Context: an optimization exercise on an open-source flow, tuned for small area, a short achievable clock period and few clock cycles per item. The choices shown serve that exercise and are no tape-out recipe. The RTL was checked by simulation tests, not by an equivalence proof against the original design.

==> module fc_param_store, before the edit <==
module fc_param_store (
   input  logic         clk,
   input  logic         rst_n,
   input  logic         wb_cyc,
   input  logic         wb_stb,
   input  logic         wb_we,
   input  logic [8:0]   wb_adr,
   input  logic [7:0]   wb_dat_w,
   output logic         wb_ack,
   output logic [7:0]   wb_dat_r,
   input  logic [3:0]   phase,
   output logic [239:0] beat_weights,
   output logic [79:0]  biases
);
   localparam int rings = 30;
   localparam logic [1:0] st_idle = 2'd0;
   localparam logic [1:0] st_wait = 2'd1;
   localparam logic [1:0] st_ack  = 2'd2;
   logic [127:0] ring [rings];
   logic [7:0]   bias_mem [10];
   logic [1:0]   st;
   logic [8:0]   adr_q;
   logic [7:0]   dat_q;
   logic [7:0]   rd_q;
   logic [7:0]   rd_out_q;
   logic [4:0]   rd_row;
   logic [3:0]   rd_col;
   logic         hit;
   logic         ack_q;
   logic [4:0]   row;
   logic [3:0]   col;
   logic [7:0]   rd_dat;
   logic         wait_next;
   logic [29:0]  ring_we_q;
   logic [9:0]   bias_we_q;
   assign row = adr_q[8:4];
   assign col = adr_q[3:0];
   assign hit = (st == st_wait) && (phase == col || row >= 5'd30);
   always_ff @(posedge clk) begin
      if (!rst_n) begin
         st    <= st_idle;
         ack_q <= 1'b0;
      end else begin
         ack_q <= hit;
         case (st)
            st_idle: if (wb_cyc && wb_stb) st <= st_wait;
            st_wait: if (hit) st <= st_ack;
            default: st <= st_idle;
         endcase
      end
   end
   always_ff @(posedge clk) begin
      adr_q <= wb_adr;
      dat_q <= wb_dat_w;
   end
   assign wait_next = rst_n && ((st == st_idle && wb_cyc && wb_stb) ||
                                (st == st_wait && !hit));
   always_ff @(posedge clk) begin
      for (int r = 0; r < rings; r++) begin
         ring_we_q[r] <= wait_next && wb_we && wb_adr[8:4] == 5'(r) &&
                         wb_adr[3:0] == phase + 4'd1;
      end
      for (int c = 0; c < 10; c++) begin
         bias_we_q[c] <= wait_next && wb_we && wb_adr[8:4] == 5'd30 &&
                         wb_adr[3:0] == 4'(c);
      end
   end
   for (genvar r = 0; r < rings; r++) begin : g_ring
      always_ff @(posedge clk) begin
         if (ring_we_q[r]) begin
            ring[r] <= {dat_q, ring[r][127:8]};
         end else begin
            ring[r] <= {ring[r][7:0], ring[r][127:8]};
         end
      end
      assign beat_weights[8*r +: 8] = ring[r][127:120];
   end
   for (genvar c = 0; c < 10; c++) begin : g_bias
      always_ff @(posedge clk) begin
         if (bias_we_q[c]) begin
            bias_mem[c] <= dat_q;
         end
      end
      assign biases[8*c +: 8] = bias_mem[c];
   end
   assign rd_row = wb_adr[8:4];
   assign rd_col = wb_adr[3:0];
   always_comb begin
      rd_dat = '0;
      if (rd_row < 5'd30) begin
         rd_dat = ring[rd_row][15:8];
      end else if (rd_row == 5'd30) begin
         for (int c = 0; c < 10; c++) begin
            if (rd_col == 4'(c)) begin
               rd_dat = bias_mem[c];
            end
         end
      end
   end
   always_ff @(posedge clk) begin
      rd_q     <= rd_dat;
      rd_out_q <= rd_q;
   end
   assign wb_ack   = ack_q;
   assign wb_dat_r = rd_out_q;
endmodule
==> flow/config.mk <==
export PLATFORM = sky130hd
export DESIGN_NAME = fc_top
export DESIGN_NICKNAME = fc_top
export VERILOG_FILES = /design/flow/design.v
export SDC_FILE = /design/flow/constraint.sdc
export NUM_CORES = 8
export LEC_CHECK = 0
export ABC_CLOCK_PERIOD_IN_PS = 3000
export CAP_MARGIN = 20
export CORE_MARGIN = 2
export CORE_UTILIZATION = 65
export CTS_CLUSTER_DIAMETER = 100
export CTS_CLUSTER_SIZE = 24
export PLACE_DENSITY = 0.74
export SLEW_MARGIN = 20
export SYNTH_HIERARCHICAL = 1
export SYNTH_MINIMUM_KEEP_SIZE = 0
==> flow/constraint.sdc <==
create_clock -name core_clock -period 18.0 [get_ports {clk}]
set_input_delay 3.6000 -clock core_clock [delete_from_list [all_inputs] [get_ports {clk}]]
set_output_delay 3.6000 -clock core_clock [all_outputs]
set_load 0.01 [all_outputs]
standard.sh (not shown) runs the stock make flow with config.mk's settings and CLKGATE_MAP_FILE= SYNTH_SCRIPT=/design/flow/synth_recipe.tcl, a recipe that flattens the netlist after the stock synthesis.
==> flow/flow/run.sh <==
#!/bin/bash
# Layout flow: the standard ORFS flow (standard.sh, which also runs the
# standard synthesis), with two changes to how the layout is made:
#  - the ports are buffered with buf_4 cells rather than the delay buffer
#    that buffer_ports picks by default (every port still gets a buffer);
#  - repair_timing is asked to keep a setup margin, so that it sizes and
#    buffers the paths it would otherwise leave alone at the 18 ns clock.
# The clock, its period and the SDC are the standard flow's, unchanged.
set -euo pipefail
bash standard.sh \
   "SETUP_SLACK_MARGIN=${FC_SETUP_MARGIN:-13.3}" \
   "BUFFER_PORTS_ARGS=-buffer_cell sky130_fd_sc_hd__buf_4" \
   finish > flow_standard.log 2>&1
Testbench counts at the start, summed over its fixed seeds: cycles 6,403, frames 384.
Change:
--- a/flow/design.v
+++ b/flow/design.v
@@ -22,11 +22,8 @@
    logic [1:0]   st;
    logic [8:0]   adr_q;
    logic [7:0]   dat_q;
    logic [7:0]   rd_q;
-   logic [7:0]   rd_out_q;
-   logic [4:0]   rd_row;
-   logic [3:0]   rd_col;
    logic         hit;
    logic         ack_q;
    logic [4:0]   row;
    logic [3:0]   col;
@@ -83,28 +80,25 @@
          end
       end
       assign biases[8*c +: 8] = bias_mem[c];
    end
-   assign rd_row = wb_adr[8:4];
-   assign rd_col = wb_adr[3:0];
    always_comb begin
       rd_dat = '0;
-      if (rd_row < 5'd30) begin
-         rd_dat = ring[rd_row][15:8];
-      end else if (rd_row == 5'd30) begin
+      if (row < 5'd30) begin
+         rd_dat = ring[row][7:0];
+      end else if (row == 5'd30) begin
          for (int c = 0; c < 10; c++) begin
-            if (rd_col == 4'(c)) begin
+            if (col == 4'(c)) begin
                rd_dat = bias_mem[c];
             end
          end
       end
    end
    always_ff @(posedge clk) begin
-      rd_q     <= rd_dat;
-      rd_out_q <= rd_q;
+      rd_q <= rd_dat;
    end
    assign wb_ack   = ack_q;
-   assign wb_dat_r = rd_out_q;
+   assign wb_dat_r = rd_q;
 endmodule
 `timescale 1ns/1ps
 module fc_input_buffer (
    input  logic        clk,
What happened: Cell area goes down by about 0.5%; critical path depth does not change; hold slack improves by 0.047 ns; setup slack gets better by 0.046 ns; final cell count is about the same; clock-buffer cell count went down by 1.
Testbench counts after the change, summed over its fixed seeds: cycles 6,403, frames 384.

-- port drivers added, routing unchanged --
The flow's constraints put no driver on any port. The routed layouts listed below were extracted and timed again, unchanged, in two steps. Step 1 assumes that a clkbuf_16 drives the clock port and a buf_2 every other input. Step 2 times the ports against the registers' clock, not the clock port: input delays grow and output delays shrink by t, the midpoint of the rising clock arrivals with the driver on. Three values: ideal ports, drivers, drivers and shift; two values: the first two.
| run | t (ns) | setup slack, ns | pins driven straight from the clock port |
|---|---|---|---|
| the first run | 1.059 | 12.859 / 12.772 / 12.132 | 1 |
| the second run | 1.046 | 12.905 / 12.794 / 12.378 | 1 |
After both steps every run listed still meets setup and hold. The setup slack of the first run, which loses most, moves by -0.087 ns with the drivers and by -0.727 ns with both steps.
